What follows belongs to an exercise in optimizing a design on an open flow for small area, a short achievable clock period and few clock cycles per item; a production flow would make more cautious choices.
Where RTL was checked, it was by simulation tests only, not by an equivalence proof against the original.
Power and IR drop assume default switching activity.

## main
==> flow/design.v <==
package fshl_pkg;
	localparam int TEMP_W      = 10;
	localparam int LEVEL_W     = 3;
	localparam int RPM_W       = 16;
	localparam int CFG_IDX_W   = 3;
	localparam int CFG_DATA_W  = 64;
	localparam int NUM_REGS    = 7;
	localparam int LEVELS_DEF  = 7;
	localparam int BYTE_W      = 8;
	localparam int RPM_LSB     = 48;
	localparam int ON_CPU_LSB  = 0;
	localparam int ON_REG_LSB  = 8;
	localparam int ON_CHG_LSB  = 16;
	localparam int OFF_CPU_LSB = 24;
	localparam int OFF_REG_LSB = 32;
	localparam int OFF_CHG_LSB = 40;
	typedef logic signed [TEMP_W-1:0] temp_t;
	typedef logic [CFG_DATA_W-1:0]    level_word_t;
	typedef logic [RPM_W-1:0]         rpm_t;
	function automatic logic [1:0] ucmp(input logic [TEMP_W-1:0] a, input logic [TEMP_W-1:0] b,
	                                    input int n);
		logic [15:0] g, e;
		for (int i = 0; i < 16; i++) begin
			if (i < n) begin
				g[i] = a[i] & ~b[i];
				e[i] = a[i] | ~b[i];
			end else begin
				g[i] = 1'b0;
				e[i] = 1'b1;
			end
		end
		for (int l = 0; l < 4; l++) begin
			for (int k = 0; k < (8 >> l); k++) begin
				g[k] = g[2*k+1] | (e[2*k+1] & g[2*k]);
				e[k] = g[2*k+1] | (e[2*k+1] & e[2*k]);
			end
		end
		ucmp = {g[0], e[0]};
	endfunction
	function automatic logic [1:0] scmp(input temp_t a, input temp_t b);
		scmp = ucmp({~a[TEMP_W-1], a[TEMP_W-2:0]}, {~b[TEMP_W-1], b[TEMP_W-2:0]}, TEMP_W);
	endfunction
	function automatic logic t_hi(input temp_t t);
		t_hi = ~t[9] & (t[8] | t[7]);
	endfunction
	function automatic logic t_lo(input temp_t t);
		t_lo = t[9] & ~(t[8] & t[7]);
	endfunction
	function automatic logic t_pos(input temp_t t);
		t_pos = ~t[9] & (|t[8:0]);
	endfunction
	function automatic logic [TEMP_W-1:0] t_byte(input temp_t t);
		t_byte = {2'b00, ~t[7], t[6:0]};
	endfunction
	function automatic logic [TEMP_W-1:0] b_byte(input logic [BYTE_W-1:0] b);
		b_byte = {2'b00, ~b[7], b[6:0]};
	endfunction
	function automatic logic gt_b(input temp_t t, input logic [BYTE_W-1:0] b);
		logic [1:0] c;
		c = ucmp(t_byte(t), b_byte(b), BYTE_W);
		gt_b = t_hi(t) | (~t_lo(t) & c[1]);
	endfunction
	function automatic logic lt_b(input temp_t t, input logic [BYTE_W-1:0] b);
		logic [1:0] c;
		c = ucmp(b_byte(b), t_byte(t), BYTE_W);
		lt_b = t_lo(t) | (~t_hi(t) & c[1]);
	endfunction
endpackage
module fshl_lane #(
	parameter bit DOWN = 1'b0
) (
	input  fshl_pkg::temp_t       t_cpu,
	input  fshl_pkg::temp_t       t_reg,
	input  fshl_pkg::temp_t       t_chg,
	input  logic [23:0]           pts,
	input  logic                  valid,
	input  logic                  zero_hit,
	output logic                  hit
);
	logic hit_pts;
	if (DOWN) begin : g_dn
		assign hit_pts = fshl_pkg::lt_b(t_cpu, pts[7:0]) && fshl_pkg::lt_b(t_reg, pts[15:8]) &&
		                 fshl_pkg::lt_b(t_chg, pts[23:16]);
	end else begin : g_up
		assign hit_pts = fshl_pkg::gt_b(t_cpu, pts[7:0]) ||
		                 (fshl_pkg::gt_b(t_reg, pts[15:8]) && fshl_pkg::gt_b(t_chg, pts[23:16]));
	end
	assign hit = valid ? hit_pts : zero_hit;
endmodule
module fshl_merge #(
	parameter int LEVELS = fshl_pkg::LEVELS_DEF,
	parameter int LW     = $clog2(LEVELS)
) (
	input  logic [LW-1:0]       lv_now,
	input  logic                fell,
	input  logic                rose,
	input  logic [LEVELS-1:0]   up_vec,
	input  logic [LEVELS-1:0]   dn_vec,
	output logic [LW-1:0]       lv_next
);
	logic [LW-1:0] lv_up;
	logic [LW-1:0] lv_dn;
	always_comb begin
		lv_up = LW'(LEVELS - 1);
		for (int j = LEVELS - 2; j >= 0; j--) begin
			if ((LW'(j) >= lv_now) && !up_vec[j]) begin
				lv_up = LW'(j);
			end
		end
	end
	always_comb begin
		lv_dn = '0;
		for (int j = 1; j < LEVELS; j++) begin
			if ((LW'(j) <= lv_now) && !dn_vec[j]) begin
				lv_dn = LW'(j);
			end
		end
	end
	always_comb begin
		if (fell) begin
			lv_next = lv_dn;
		end else if (rose) begin
			lv_next = lv_up;
		end else begin
			lv_next = lv_now;
		end
	end
endmodule
module fan_step_hysteresis_level #(
	parameter int LEVELS = fshl_pkg::LEVELS_DEF
) (
	input  logic                           clk,
	input  logic                           arst_n,
	input  logic                           in_valid,
	output logic                           in_stall,
	input  fshl_pkg::temp_t                cpu_temp,
	input  fshl_pkg::temp_t                temp_regulator,
	input  fshl_pkg::temp_t                charger_temp,
	input  logic                           powered,
	output logic                           out_valid,
	input  logic                           out_stall,
	output logic [fshl_pkg::RPM_W-1:0]     target_rpm,
	output logic [fshl_pkg::LEVEL_W-1:0]   fan_level,
	input  logic                           cfg_valid,
	output logic                           cfg_ready,
	input  logic [fshl_pkg::CFG_IDX_W-1:0] cfg_index,
	input  logic [fshl_pkg::CFG_DATA_W-1:0] cfg_data
);
	localparam int LW = $clog2(LEVELS);
	fshl_pkg::level_word_t level_reg_q [LEVELS];
	logic [LEVELS-1:0]     level_ok_q;
	fshl_pkg::temp_t last_cpu_q, last_reg_q, last_chg_q;
	logic            last_ok_q;
	logic              s1_valid_q;
	logic              s1_fell_q, s1_rose_q;
	logic [LEVELS-1:0] s1_up_q, s1_dn_q;
	logic           s2_valid_q;
	logic [LW-1:0]  level_now_q;
	logic           out_valid_q;
	logic [LW-1:0]  fan_level_q;
	fshl_pkg::rpm_t rpm_q;
	logic              in_acc, push, o_hold, s2_hold;
	logic              fell, rose, fell_l, rose_l, fell_0, rose_0;
	logic              up_zero, dn_zero;
	logic [LEVELS-1:0] up_vec, dn_vec;
	logic [1:0]        cmp_cpu, cmp_reg, cmp_chg;
	logic [LW-1:0]     lv_next;
	fshl_pkg::rpm_t    rpm_next;
	assign cfg_ready = 1'b1;
	assign o_hold    = out_valid_q && out_stall;
	assign s2_hold   = s2_valid_q && o_hold;
	assign in_stall  = s1_valid_q && s2_hold;
	assign in_acc    = in_valid && !in_stall;
	assign push      = in_acc && powered;
	for (genvar i = 0; i < LEVELS; i++) begin : g_tbl
		always_ff @(posedge clk) begin
			if (cfg_valid && (int'(cfg_index) == i)) begin
				level_reg_q[i] <= cfg_data;
			end
		end
	end
	always_ff @(posedge clk or negedge arst_n) begin
		if (!arst_n) begin
			level_ok_q <= '0;
		end else if (cfg_valid) begin
			for (int i = 0; i < LEVELS; i++) begin
				if (int'(cfg_index) == i) begin
					level_ok_q[i] <= 1'b1;
				end
			end
		end
	end
	always_ff @(posedge clk) begin
		if (push) begin
			last_cpu_q <= cpu_temp;
			last_reg_q <= temp_regulator;
			last_chg_q <= charger_temp;
		end
	end
	always_ff @(posedge clk or negedge arst_n) begin
		if (!arst_n) begin
			last_ok_q <= 1'b0;
		end else if (push) begin
			last_ok_q <= 1'b1;
		end
	end
	assign cmp_cpu = fshl_pkg::scmp(cpu_temp, last_cpu_q);
	assign cmp_reg = fshl_pkg::scmp(temp_regulator, last_reg_q);
	assign cmp_chg = fshl_pkg::scmp(charger_temp, last_chg_q);
	assign fell_l  = !cmp_cpu[0] || !cmp_reg[0] || !cmp_chg[0];
	assign rose_l  = cmp_cpu[1] || cmp_reg[1] || cmp_chg[1];
	assign fell_0  = cpu_temp[9] || temp_regulator[9] || charger_temp[9];
	assign rose_0  = fshl_pkg::t_pos(cpu_temp) || fshl_pkg::t_pos(temp_regulator) ||
	                 fshl_pkg::t_pos(charger_temp);
	assign fell    = last_ok_q ? fell_l : fell_0;
	assign rose    = last_ok_q ? rose_l : rose_0;
	assign up_zero = fshl_pkg::t_pos(cpu_temp) ||
	                 (fshl_pkg::t_pos(temp_regulator) && fshl_pkg::t_pos(charger_temp));
	assign dn_zero = cpu_temp[9] && temp_regulator[9] && charger_temp[9];
	for (genvar g = 0; g < LEVELS; g++) begin : g_lane
		if (g < LEVELS - 1) begin : g_up
			fshl_lane #(.DOWN(1'b0)) u_up (
				.t_cpu    (cpu_temp),
				.t_reg    (temp_regulator),
				.t_chg    (charger_temp),
				.pts      (level_reg_q[g][23:0]),
				.valid    (level_ok_q[g]),
				.zero_hit (up_zero),
				.hit      (up_vec[g])
			);
		end else begin : g_up_none
			assign up_vec[g] = 1'b0;
		end
		if (g > 0) begin : g_dn
			fshl_lane #(.DOWN(1'b1)) u_dn (
				.t_cpu    (cpu_temp),
				.t_reg    (temp_regulator),
				.t_chg    (charger_temp),
				.pts      (level_reg_q[g][47:24]),
				.valid    (level_ok_q[g]),
				.zero_hit (dn_zero),
				.hit      (dn_vec[g])
			);
		end else begin : g_dn_none
			assign dn_vec[g] = 1'b0;
		end
	end
	always_ff @(posedge clk or negedge arst_n) begin
		if (!arst_n) begin
			s1_valid_q <= 1'b0;
		end else if (!in_stall) begin
			s1_valid_q <= push;
		end
	end
	always_ff @(posedge clk) begin
		if (!in_stall) begin
			s1_fell_q <= fell;
			s1_rose_q <= rose;
			s1_up_q   <= up_vec;
			s1_dn_q   <= dn_vec;
		end
	end
	fshl_merge #(
		.LEVELS (LEVELS),
		.LW     (LW)
	) u_merge (
		.lv_now  (level_now_q),
		.fell    (s1_fell_q),
		.rose    (s1_rose_q),
		.up_vec  (s1_up_q),
		.dn_vec  (s1_dn_q),
		.lv_next (lv_next)
	);
	always_ff @(posedge clk or negedge arst_n) begin
		if (!arst_n) begin
			s2_valid_q  <= 1'b0;
			level_now_q <= '0;
		end else if (!s2_hold) begin
			s2_valid_q <= s1_valid_q;
			if (s1_valid_q) begin
				level_now_q <= lv_next;
			end
		end
	end
	always_comb begin
		rpm_next = '0;
		for (int i = 0; i < LEVELS; i++) begin
			if ((LW'(i) == level_now_q) && level_ok_q[i]) begin
				rpm_next = level_reg_q[i][fshl_pkg::RPM_LSB +: fshl_pkg::RPM_W];
			end
		end
	end
	always_ff @(posedge clk or negedge arst_n) begin
		if (!arst_n) begin
			out_valid_q <= 1'b0;
		end else if (!o_hold) begin
			out_valid_q <= s2_valid_q;
		end
	end
	always_ff @(posedge clk) begin
		if (!o_hold && s2_valid_q) begin
			rpm_q       <= rpm_next;
			fan_level_q <= level_now_q;
		end
	end
	assign out_valid  = out_valid_q;
	assign target_rpm = rpm_q;
	assign fan_level  = fshl_pkg::LEVEL_W'(fan_level_q);
endmodule
==> flow/config.mk <==
export PLATFORM = sky130hd
export DESIGN_NAME = fan_step_hysteresis_level
export DESIGN_NICKNAME = fan_step_hysteresis_level
export VERILOG_FILES = /design/flow/design.v
export SDC_FILE = /design/flow/constraint.sdc
export NUM_CORES = 4
export LEC_CHECK = 0
export CAP_MARGIN = 20
export CORE_MARGIN = 2
export CORE_UTILIZATION = 40
export SETUP_SLACK_MARGIN = 3.0
export SLEW_MARGIN = 20
==> flow/constraint.sdc <==
create_clock -name core_clock -period 5.0 [get_ports {clk}]
set_input_delay 1.0000 -clock core_clock [delete_from_list [all_inputs] [get_ports {clk}]]
set_output_delay 1.0000 -clock core_clock [all_outputs]
set_load 0.01 [all_outputs]
run.sh (not shown) runs the stock make flow with config.mk's settings and CLKGATE_MAP_FILE= SYNTH_SCRIPT=/design/flow/synth_recipe.tcl, a recipe that flattens the netlist after the stock synthesis.
Testbench counts of main, summed over its fixed seeds: cycles 4,822, items 4,255.
Edits applied to the flow inputs when going from main to the feature branch:
-- flow/design.v --
<<< main, line 155
	logic              s1_fell_q, s1_rose_q;
	logic [LEVELS-1:0] s1_up_q, s1_dn_q;
	logic           s2_valid_q;
	logic [LW-1:0]  level_now_q;
	logic           out_valid_q;
	logic [LW-1:0]  fan_level_q;
	fshl_pkg::rpm_t rpm_q;
	logic              in_acc, push, o_hold, s2_hold;
	logic              fell, rose, fell_l, rose_l, fell_0, rose_0;
	logic              up_zero, dn_zero;
>>> the feature branch, line 155
	logic              s1_fell_q, s1_rose_q;
	logic [LEVELS-1:0] s1_up_q, s1_dn_q;
	logic [LW-1:0]  level_now_q;
	logic           out_valid_q;
	fshl_pkg::rpm_t rpm_q;
	logic              in_acc, push, s1_done;
	logic              fell, rose, fell_l, rose_l, fell_0, rose_0;
	logic              up_zero, dn_zero;
<<< main, line 168
	fshl_pkg::rpm_t    rpm_next;
	assign cfg_ready = 1'b1;
	assign o_hold    = out_valid_q && out_stall;
	assign s2_hold   = s2_valid_q && o_hold;
	assign in_stall  = s1_valid_q && s2_hold;
	assign in_acc    = in_valid && !in_stall;
	assign push      = in_acc && powered;
>>> the feature branch, line 166
	fshl_pkg::rpm_t    rpm_next;
	assign cfg_ready = 1'b1;
	assign s1_done   = s1_valid_q && (!out_valid_q || !out_stall);
	assign in_stall  = s1_valid_q && out_valid_q && out_stall;
	assign in_acc    = in_valid && !in_stall;
	assign push      = in_acc && powered;
<<< main, line 272
		.lv_next (lv_next)
	);
	always_ff @(posedge clk or negedge arst_n) begin
		if (!arst_n) begin
			s2_valid_q  <= 1'b0;
			level_now_q <= '0;
		end else if (!s2_hold) begin
			s2_valid_q <= s1_valid_q;
			if (s1_valid_q) begin
				level_now_q <= lv_next;
			end
		end
	end
	always_comb begin
		rpm_next = '0;
		for (int i = 0; i < LEVELS; i++) begin
			if ((LW'(i) == level_now_q) && level_ok_q[i]) begin
				rpm_next = level_reg_q[i][fshl_pkg::RPM_LSB +: fshl_pkg::RPM_W];
			end
>>> the feature branch, line 269
		.lv_next (lv_next)
	);
	always_comb begin
		rpm_next = '0;
		for (int i = 0; i < LEVELS; i++) begin
			if ((LW'(i) == lv_next) && level_ok_q[i]) begin
				rpm_next = level_reg_q[i][fshl_pkg::RPM_LSB +: fshl_pkg::RPM_W];
			end
<<< main, line 293
	always_ff @(posedge clk or negedge arst_n) begin
		if (!arst_n) begin
			out_valid_q <= 1'b0;
		end else if (!o_hold) begin
			out_valid_q <= s2_valid_q;
		end
	end
	always_ff @(posedge clk) begin
		if (!o_hold && s2_valid_q) begin
			rpm_q       <= rpm_next;
			fan_level_q <= level_now_q;
		end
	end
	assign out_valid  = out_valid_q;
	assign target_rpm = rpm_q;
	assign fan_level  = fshl_pkg::LEVEL_W'(fan_level_q);
endmodule
>>> the feature branch, line 279
	always_ff @(posedge clk or negedge arst_n) begin
		if (!arst_n) begin
			level_now_q <= '0;
			out_valid_q <= 1'b0;
		end else begin
			if (s1_done) begin
				level_now_q <= lv_next;
			end
			out_valid_q <= s1_done || (out_valid_q && out_stall);
		end
	end
	always_ff @(posedge clk) begin
		if (s1_done) begin
			rpm_q <= rpm_next;
		end
	end
	assign out_valid  = out_valid_q;
	assign target_rpm = rpm_q;
	assign fan_level  = fshl_pkg::LEVEL_W'(level_now_q);
endmodule
--- outcome ---
- The feature branch vs main, end of the critical path: rpm_q[14] vs in_stall
- The data arrival at the endpoint of the critical path in the feature branch sits 1.53 ns above the value recorded for main.
- Taking main as the reference, in the feature branch setup slack fell 0.082 ns; later-pin clock latency in the skew report about even; non-clock buffer count fell about 0.7%; first-iteration DRC count rose 29%; final period utilization rose 1.6 points.
- Sort the feature branch and main by final design instance area without fill desc -> top: the feature branch
Only the layout flow was run in the feature branch; the RTL was not checked for function there.

========
RTL: the design.v shown in full above, as it stands there.
clock: 5.0 ns
lec_check: 0
cap_margin: 20
core_margin: 2
core_utilization: 40
cts_buf_list: sky130_fd_sc_hd__clkbuf_16
cts_cluster_diameter: 60
cts_cluster_size: 24
setup_slack_margin: 3.0
slew_margin: 20
Testbench counts at the start, summed over its fixed seeds: cycles 4,822, items 4,255.
Rerun with:
--- a/flow/design.v
+++ b/flow/design.v
@@ -73,19 +73,15 @@
 	input  fshl_pkg::temp_t       t_reg,
 	input  fshl_pkg::temp_t       t_chg,
 	input  logic [23:0]           pts,
-	input  logic                  valid,
-	input  logic                  zero_hit,
 	output logic                  hit
 );
-	logic hit_pts;
 	if (DOWN) begin : g_dn
-		assign hit_pts = fshl_pkg::lt_b(t_cpu, pts[7:0]) && fshl_pkg::lt_b(t_reg, pts[15:8]) &&
-		                 fshl_pkg::lt_b(t_chg, pts[23:16]);
+		assign hit = fshl_pkg::lt_b(t_cpu, pts[7:0]) && fshl_pkg::lt_b(t_reg, pts[15:8]) &&
+		             fshl_pkg::lt_b(t_chg, pts[23:16]);
 	end else begin : g_up
-		assign hit_pts = fshl_pkg::gt_b(t_cpu, pts[7:0]) ||
-		                 (fshl_pkg::gt_b(t_reg, pts[15:8]) && fshl_pkg::gt_b(t_chg, pts[23:16]));
+		assign hit = fshl_pkg::gt_b(t_cpu, pts[7:0]) ||
+		             (fshl_pkg::gt_b(t_reg, pts[15:8]) && fshl_pkg::gt_b(t_chg, pts[23:16]));
 	end
-	assign hit = valid ? hit_pts : zero_hit;
 endmodule
 module fshl_merge #(
 	parameter int LEVELS = fshl_pkg::LEVELS_DEF,
@@ -154,22 +150,25 @@
 	logic              s1_valid_q;
 	logic              s1_fell_q, s1_rose_q;
 	logic [LEVELS-1:0] s1_up_q, s1_dn_q;
+	logic              s1_up_zero_q, s1_dn_zero_q;
 	logic           s2_valid_q;
 	logic [LW-1:0]  level_now_q;
 	logic           out_valid_q;
 	logic [LW-1:0]  fan_level_q;
 	fshl_pkg::rpm_t rpm_q;
-	logic              in_acc, push, o_hold, s2_hold;
+	logic              in_acc, push, o_hold, s2_hold, s1_hold;
+	logic              full_q;
 	logic              fell, rose, fell_l, rose_l, fell_0, rose_0;
 	logic              up_zero, dn_zero;
-	logic [LEVELS-1:0] up_vec, dn_vec;
+	logic [LEVELS-1:0] up_vec, dn_vec, s1_up_m, s1_dn_m;
 	logic [1:0]        cmp_cpu, cmp_reg, cmp_chg;
 	logic [LW-1:0]     lv_next;
 	fshl_pkg::rpm_t    rpm_next;
 	assign cfg_ready = 1'b1;
 	assign o_hold    = out_valid_q && out_stall;
 	assign s2_hold   = s2_valid_q && o_hold;
-	assign in_stall  = s1_valid_q && s2_hold;
+	assign s1_hold   = s1_valid_q && s2_hold;
+	assign in_stall  = full_q && out_stall;
 	assign in_acc    = in_valid && !in_stall;
 	assign push      = in_acc && powered;
 	for (genvar i = 0; i < LEVELS; i++) begin : g_tbl
@@ -224,8 +223,6 @@
 				.t_reg    (temp_regulator),
 				.t_chg    (charger_temp),
 				.pts      (level_reg_q[g][23:0]),
-				.valid    (level_ok_q[g]),
-				.zero_hit (up_zero),
 				.hit      (up_vec[g])
 			);
 		end else begin : g_up_none
@@ -237,8 +234,6 @@
 				.t_reg    (temp_regulator),
 				.t_chg    (charger_temp),
 				.pts      (level_reg_q[g][47:24]),
-				.valid    (level_ok_q[g]),
-				.zero_hit (dn_zero),
 				.hit      (dn_vec[g])
 			);
 		end else begin : g_dn_none
@@ -248,18 +243,31 @@
 	always_ff @(posedge clk or negedge arst_n) begin
 		if (!arst_n) begin
 			s1_valid_q <= 1'b0;
-		end else if (!in_stall) begin
+		end else if (!s1_hold) begin
 			s1_valid_q <= push;
 		end
 	end
+	always_ff @(posedge clk or negedge arst_n) begin
+		if (!arst_n) begin
+			full_q <= 1'b0;
+		end else begin
+			full_q <= (s1_hold || push) && (s2_hold || s1_valid_q) && (o_hold || s2_valid_q);
+		end
+	end
 	always_ff @(posedge clk) begin
-		if (!in_stall) begin
+		if (!s1_hold) begin
 			s1_fell_q <= fell;
 			s1_rose_q <= rose;
 			s1_up_q   <= up_vec;
 			s1_dn_q   <= dn_vec;
+			s1_up_zero_q <= up_zero;
+			s1_dn_zero_q <= dn_zero;
 		end
 	end
+	for (genvar g = 0; g < LEVELS; g++) begin : g_mask
+		assign s1_up_m[g] = level_ok_q[g] ? s1_up_q[g] : s1_up_zero_q;
+		assign s1_dn_m[g] = level_ok_q[g] ? s1_dn_q[g] : s1_dn_zero_q;
+	end
 	fshl_merge #(
 		.LEVELS (LEVELS),
 		.LW     (LW)
@@ -267,8 +275,8 @@
 		.lv_now  (level_now_q),
 		.fell    (s1_fell_q),
 		.rose    (s1_rose_q),
-		.up_vec  (s1_up_q),
-		.dn_vec  (s1_dn_q),
+		.up_vec  (s1_up_m),
+		.dn_vec  (s1_dn_m),
 		.lv_next (lv_next)
 	);
 	always_ff @(posedge clk or negedge arst_n) begin
Routed wire length shrinks by 5.7%.
Synthesized area goes up by 0.48%.
Worst setup slack improved by 46 ps.
Core utilization fell by 0.99 points.
Clock power increases by about 2%.
Clock skew is lower by 9.7 ps.
Power drops by 3.2%.
Testbench counts after the change, summed over its fixed seeds: cycles 4,822, items 4,255.

static timing again, ports no longer ideal:
The results above use ideal ports. As a check the final layouts listed here were re-extracted and re-timed, cells and wires unchanged. Step 1 sets driving cells, clkbuf_16 on the clock port and buf_2 on the other inputs (assumed; they add their load-dependent delay and slew). Step 2, shift: input delay + t, output delay - t, t = (earliest + latest rising clock arrival at the registers) / 2. This alone moves slack from input paths to output paths. a / b / c = ideal / step 1 / step 2; a / b = the first two.
| run | t, ns | slack for setup (ns) | clock arrival spread, ns | worst slew at a driven data input, ns |
|---|---|---|---|---|
| main | 0.660 | 2.518 / 2.481 / 1.887 | 0.038 / 0.038 | 0.15 |
| the feature branch | 0.639 | 2.436 / 2.436 / 1.908 | 0.047 / 0.047 | 0.14 |
| the first run of note 2 | 0.635 | 2.540 / 2.502 / 1.930 | 0.039 / 0.039 | 0.14 |
| the second run of note 2 | 0.627 | 2.586 / 2.522 / 1.896 | 0.040 / 0.041 | 0.15 |
After both steps every run listed still meets setup and hold. For the second run of note 2, which loses most, drivers alone change the setup slack by -0.064 ns; drivers and shift together by -0.690 ns.
